Context: an optimization exercise on an open-source flow, tuned for small area, a short achievable clock period and few clock cycles. The choices shown serve that exercise and are no tape-out recipe. RTL that was checked went through simulation tests only; none was proved equivalent to the original. Power and IR drop assume default switching activity.

==> build 59: inputs <==
==> flow/design.v (excerpt) <==
module image_scaler (
    input  logic        clk,
    input  logic        reset,
    input  logic [3:0]  mode,
    output logic [18:0] rom_addr,
    input  logic [7:0]  rom_data,
    output logic [18:0] ram_wraddr,
    output logic [7:0]  ram_data,
    output logic        ram_wren,
    output logic        done
);
==> module image_scaler, before the edit <==
module image_scaler (
    input  logic        clk,
    input  logic        reset,
    input  logic [3:0]  mode,
    output logic [18:0] rom_addr,
    input  logic [7:0]  rom_data,
    output logic [18:0] ram_wraddr,
    output logic [7:0]  ram_data,
    output logic        ram_wren,
    output logic        done
);
    logic rep, dec, avg, copy;
    logic m_rep, m_dec, m_avg, m_copy;
    logic hold, hr;
    assign m_rep  = (mode == 4'd0);
    assign m_dec  = (mode == 4'd1);
    assign m_avg  = (mode == 4'd3);
    assign m_copy = (mode == 4'd4);
    assign hold = (m_rep & rep) | (m_dec & dec) | (m_avg & avg) | (m_copy & copy);
    function automatic logic [3:0] step_of(input logic f_rep, input logic f_dec,
                                           input logic f_avg, input logic f_copy,
                                           input logic [1:0] f_sub, input logic f_rowend,
                                           input logic f_ry);
        logic up, dn, e1, e2;
        up = (f_dec & f_rowend) | (f_avg & ((f_sub == 2'd0) | ((f_sub == 2'd3) & f_rowend)));
        dn = (f_rep & f_sub[0] & f_rowend & ~f_ry) | (f_avg & (f_sub == 2'd2));
        e2 = f_dec;
        e1 = f_copy | (f_rep & f_sub[0]) | (f_avg & f_sub[0]);
        step_of = {up, dn, e2, e1};
    endfunction
    logic        run;
    logic [14:0] A;
    logic [1:0]  sub;      
    logic [2:0]  xh;       
    logic        ry;       
    logic        rowend;   
    logic        last;     
    logic [3:0]  step;
    logic        rd, go, prelast, rowend_n, ry_n;
    logic [5:0]  lo;
    logic [10:0] hi;
    assign rd   = hr & run;
    assign go   = rd & ~last;
    assign prelast = (copy & (A == 15'd19198))
                   | ((avg | (rep & ry & ~sub[0])) & (A == 15'd19199))
                   | (dec & (A == 15'd19036));
    assign rowend_n = ~rowend & (xh == 3'd4)
                    & ((((rep & ~sub[0]) | (avg & (sub == 2'd2))) & (A[4:0] == 5'd31))
                       | (dec & (A[4:0] == 5'd28)));
    assign ry_n     = ry ^ rowend;
    assign lo = {1'b0, A[4:0]} + {4'd0, step[1], step[0]};
    logic z4, cy;
    assign cy = z4 & (step[1] | (step[0] & A[0]));
    assign hi = {A[14:5], 1'b1} + {{7{step[2]}}, step[3], step[2], step[3] | step[2], cy};
    always_ff @(posedge clk) begin
        A      <= go ? {hi[10:1], lo[4:0]} : 15'd0;
        z4     <= go & (&lo[4:1]);
        sub    <= go ? sub + 2'd1 : 2'd0;
        xh     <= (go & ~rowend) ? xh + {2'd0, cy} : 3'd0;
        ry     <= go & ry_n;
        rowend <= go & rowend_n;
        step   <= hr ? step_of(rep, dec, avg, copy, sub + 2'd1, rowend_n, ry_n)
                     : step_of(rep, dec, avg, copy, 2'd0, 1'b0, 1'b0);
    end
    logic        rw1, rw2;
    logic [7:0]  P;
    logic [9:0]  acc;
    logic [16:0] W;
    always_ff @(posedge clk or negedge reset) begin
        if (!reset) begin
            hr   <= 1'b0;
            ram_wren <= 1'b0;
            done <= 1'b0;
        end else begin
            hr   <= hold;
            ram_wren <= hold & rw2;
            done <= hold & (done | (hr & ~run & rw2 & ~rw1));
        end
    end
    always_ff @(posedge clk) begin
        rep  <= m_rep;
        dec  <= m_dec;
        avg  <= m_avg;
        copy <= m_copy;
        run  <= hr ? (run & ~last) : (rep | dec | avg | copy);
        last <= go & prelast;
        rw1  <= hold & rd & (~avg | (sub == 2'd3));
        rw2  <= hold & rw1;
    end
    always_ff @(posedge clk) begin
        P   <= rom_data;
        acc <= (avg & (sub != 2'd2)) ? acc + {2'b00, P} : (avg ? {2'b00, P} : {P, 2'b00});
        W   <= hr ? W + {16'd0, ram_wren} : 17'd0;
    end
    assign rom_addr   = {4'd0, A};
    assign ram_wraddr = {2'd0, W};
    assign ram_data   = acc[9:2];
endmodule
==> flow/config.mk <==
export PLATFORM = sky130hd
export DESIGN_NAME = image_scaler
export DESIGN_NICKNAME = image_scaler
export VERILOG_FILES = /design/flow/design.v
export SDC_FILE = /design/flow/constraint.sdc
export NUM_CORES = 4
export LEC_CHECK = 0
export CAP_MARGIN = 20
export CORE_MARGIN = 2
export CORE_UTILIZATION = 40
export SETUP_SLACK_MARGIN = 3.0
export SLEW_MARGIN = 20
==> flow/constraint.sdc <==
create_clock -name core_clock -period 5.0 [get_ports {clk}]
set_input_delay 1.0000 -clock core_clock [delete_from_list [all_inputs] [get_ports {clk}]]
set_output_delay 1.0000 -clock core_clock [all_outputs]
set_load 0.01 [all_outputs]
standard.sh (not shown) runs the stock make flow with config.mk's settings and CLKGATE_MAP_FILE= SYNTH_SCRIPT=/design/flow/synth_recipe.tcl, a recipe that flattens the netlist after the stock synthesis.
==> flow/flow/run.sh <==
#!/bin/bash
# The standard layout (standard.sh, unchanged synthesis), with plain buffers
# instead of delay cells on the ports, and no dummy loads in the clock tree.
# Full make output in standard.log.
bash standard.sh BUFFER_PORTS_ARGS="-buffer_cell sky130_fd_sc_hd__buf_2" \
  CTS_ARGS="-sink_clustering_enable -repair_clock_nets -dont_use_dummy_load" finish > standard.log 2>&1
==> trial 56 (differences from build 59) <==
==> flow/design.v (replaced) <==
`default_nettype none
package scaler_pkg;
    localparam int SRC_WIDTH  = 160;
    localparam int SRC_HEIGHT = 120;
    localparam int SCALE = 2;
    localparam int READ_LATENCY = 2;
    typedef logic [18:0] addr_t;
    typedef logic [7:0]  pixel_t;
    typedef enum logic [3:0] {
        MODE_REPLICATE = 4'd0,
        MODE_DECIMATE  = 4'd1,
        MODE_AVERAGE   = 4'd3,
        MODE_COPY      = 4'd4
    } mode_t;
endpackage
`default_nettype wire
`timescale 1ns/1ps
`default_nettype none
module image_scaler (
    input  logic        clk,
    input  logic        reset,
    input  logic [3:0]  mode,
    output logic [18:0] rom_addr,
    input  logic [7:0]  rom_data,
    output logic [18:0] ram_wraddr,
    output logic [7:0]  ram_data,
    output logic        ram_wren,
    output logic        done
);
    localparam logic [1:0] M_REP = 2'b00, M_DEC = 2'b01, M_COPY = 2'b10, M_AVG = 2'b11;
    logic        op;
    logic [1:0]  enc;
    logic        act;
    logic [1:0]  m;
    logic        hold;
    assign op   = ~mode[3] & (mode[2] ? (mode[1:0] == 2'b00) : (mode[1:0] != 2'b10));
    assign enc  = mode[2] ? M_COPY : mode[1:0];
    assign hold = op & act & (enc == m);
    wire rep  = (m == M_REP);
    wire dec  = (m == M_DEC);
    wire avg  = (m == M_AVG);
    logic        run;
    logic [14:0] A;
    logic [8:0]  c;
    logic        ry;
    logic [1:0]  sub, sube;
    logic        rowend, last, go;
    logic [14:0] d;
    assign sub    = c[1:0];
    assign sube   = dec ? 2'b11 : sub;
    assign rowend = (c[8:2] == 7'd79) & (sube == 2'b11);
    assign last   = (A == (dec ? 15'd19038 : 15'd19199)) & (~rep | (c[0] & ry));
    assign go     = hold & run & ~last;
    always_comb begin
        case (m)
            M_COPY: d = 15'd1;
            M_DEC:  d = rowend ? 15'd162 : 15'd2;
            M_REP:  d = ~c[0] ? 15'd0 : ((rowend & ~ry) ? -15'd159 : 15'd1);
            default: case (sub)
                2'd1:    d = 15'd159;
                2'd3:    d = rowend ? 15'd1 : -15'd159;
                default: d = 15'd1;
            endcase
        endcase
    end
    always_ff @(posedge clk) begin
        A  <= go ? A + d : 15'd0;
        c  <= (go & ~rowend) ? {c[8:2], sube} + 9'd1 : 9'd0;
        ry <= go & (ry ^ rowend);
    end
    logic        rw, rf, rl;
    logic [9:0]  acc;
    logic [16:0] W;
    always_ff @(posedge clk or negedge reset) begin
        if (!reset) begin
            act  <= 1'b0;
            m    <= M_REP;
            run  <= 1'b0;
            rw   <= 1'b0;
            rl   <= 1'b0;
            ram_wren <= 1'b0;
            done <= 1'b0;
        end else begin
            act  <= op;
            m    <= enc;
            run  <= op & (~hold | (run & ~last));
            rw   <= hold & run & (~avg | (sub == 2'd3));
            rl   <= hold & run & last;
            ram_wren <= hold & rw;
            done <= hold & (done | rl);
        end
    end
    always_ff @(posedge clk) begin
        rf  <= ~avg | (sub == 2'd0);
        acc <= avg ? ((rf ? 10'd0 : acc) + {2'b00, rom_data}) : {rom_data, 2'b00};
        W   <= hold ? W + {16'd0, ram_wren} : 17'd0;
    end
    assign rom_addr   = {4'd0, A};
    assign ram_wraddr = {2'd0, W};
    assign ram_data   = acc[9:2];
endmodule
`default_nettype wire
==> flow/run.sh (new file) <==
#!/bin/bash
# synth_recipe.tcl (not shown) runs the flow's synth.tcl, then flattens the netlist and writes it again
# the make line also repeats each setting of config.mk as NAME=value (left out here)
make -C /OpenROAD-flow-scripts/flow DESIGN_CONFIG=/design/flow/config.mk WORK_HOME=/design/flow/orfs CLKGATE_MAP_FILE= SYNTH_SCRIPT=/design/flow/synth_recipe.tcl finish
removed: flow/flow/run.sh
removed: flow/standard.sh
==> trial 28 (differences from build 59) <==
--- a/flow/design.v
+++ b/flow/design.v
@@ -54,5 +54,5 @@
     logic        rowend;   
     logic        last;     
-    logic [3:0]  step;
+    logic [3:0]  step;     
     logic        rd, go, prelast, rowend_n, ry_n;
     logic [5:0]  lo;
@@ -67,7 +67,7 @@
                        | (dec & (A[4:0] == 5'd28)));
     assign ry_n     = ry ^ rowend;
-    assign lo = {1'b0, A[4:0]} + {4'd0, step[1], step[0]};
+    assign lo = {1'b0, A[4:0]} + {4'd0, dec, step[0]};
     logic z4, cy;
-    assign cy = z4 & (step[1] | (step[0] & A[0]));
+    assign cy = z4 & (dec | (step[0] & A[0]));
     assign hi = {A[14:5], 1'b1} + {{7{step[2]}}, step[3], step[2], step[3] | step[2], cy};
     always_ff @(posedge clk) begin
@@ -103,6 +103,6 @@
         run  <= hr ? (run & ~last) : (rep | dec | avg | copy);
         last <= go & prelast;
-        rw1  <= hold & rd & (~avg | (sub == 2'd3));
-        rw2  <= hold & rw1;
+        rw1  <= rd & (~avg | (sub == 2'd3));
+        rw2  <= hold & hr & rw1;
     end
     always_ff @(posedge clk) begin
==> flow/flow/run.sh (replaced) <==
#!/bin/bash
# The standard layout (standard.sh, unchanged synthesis), with plain buffers
# instead of delay cells on the ports, and no dummy loads in the clock tree.
# Full make output in standard.log.
bash standard.sh BUFFER_PORTS_ARGS="-buffer_cell sky130_fd_sc_hd__buf_1" \
  CTS_ARGS="-sink_clustering_enable -repair_clock_nets -dont_use_dummy_load" finish > standard.log 2>&1
==> summary of the runs <==
Wire length: trial 56 > build 59 > trial 28.
Fmax: trial 56 < build 59 < trial 28.
Against trial 28, the critical path depth of trial 56 is higher by 16.
Between trial 28 and build 59, the lower sequential share of layout area is in trial 28 (gap 0.58 points).
Clock power: trial 28 < build 59 < trial 56.
Cell count: build 59 is lower than trial 28 (about 2.7%).
Against trial 56, the non-clock buffer count of build 59 is lower by 41.
In count of clock-buffer cells in the layout, build 59 and trial 28 do not differ.
In trial 56 the register-to-register slack is worse than in trial 28, by 1600 ps.
==> figures <==
metric	trial 28	build 59	trial 56
Die Footprint	9660 um^2	9600 um^2	9520 um^2
Number of logic inverters in the finished layout	14	14	15
Last element of the critical path	rom_addr[5]	A[12]	A[14]
Number of cells on the worst reg-to-reg path	7	9	17
Global Route met3 Usage	0.0415	0.0365	0.0489
Layout fillers	873	865	747
Initial drt markers	64	79	98
Status	finished clean	finished clean	finished clean
Most used routing layer in global routing	met2	met1	met2
Wire length on met1	3480 um	3750 um	4060 um
Maximum number of pins on one net before global-route repair	27	26	21
Area added between synthesis and finish	14.9%	15.3%	45.2%
Portion of the layout cell area used by clock cells	0.0303	0.0304	0.0347
CTS-repair resized insts	12	6	155
Die outline height	98.3 um	98.0 um	97.6 um
Peak ir drop on the vdd network	0.139 mV	0.106 mV	0.138 mV
Dpl ws	2670 ps	2850 ps	988 ps
Mux contribution to synthesized area	0.0144	0.0177	0.00286
Synthesized flop and latch total	72	73	61
Testbench counts of trial 56, summed over its fixed seeds: cycles 960,064.
Only the layout flow was run in build 59 and trial 28; the RTL was not checked for function there.

-- static timing again, ports no longer ideal --
How much do the figures lean on ideal ports? The routed layouts below were timed once more, with nothing changed but the port constraints.
Step 1: set_driving_cell puts a clkbuf_16 on clk and a buf_2 on each other input, an assumption about the parent block.
Step 2 adds t to the input delays and takes it off the output delays; t is the mean of the earliest and latest rising clock arrival at the registers after step 1. Input paths then give back, and output paths get back, about the clock's delay inside the block.
a / b / c = no drivers / after step 1 / after step 2; a / b = the first two.
run	t, ns	setup WS [ns]	worst setup path after step 2	pins driven straight from the clock port
build 59	0.369	2.991 / 2.991 / 2.847	input to register	1
trial 56	0.357	1.405 / 1.405 / 1.405	register to register	1
trial 28	0.362	3.026 / 2.994 / 2.841	input to register	1
After both steps setup and hold are still met in every run listed. For trial 28, which loses most, drivers alone change the setup slack by -0.032 ns; drivers and shift together by -0.185 ns.
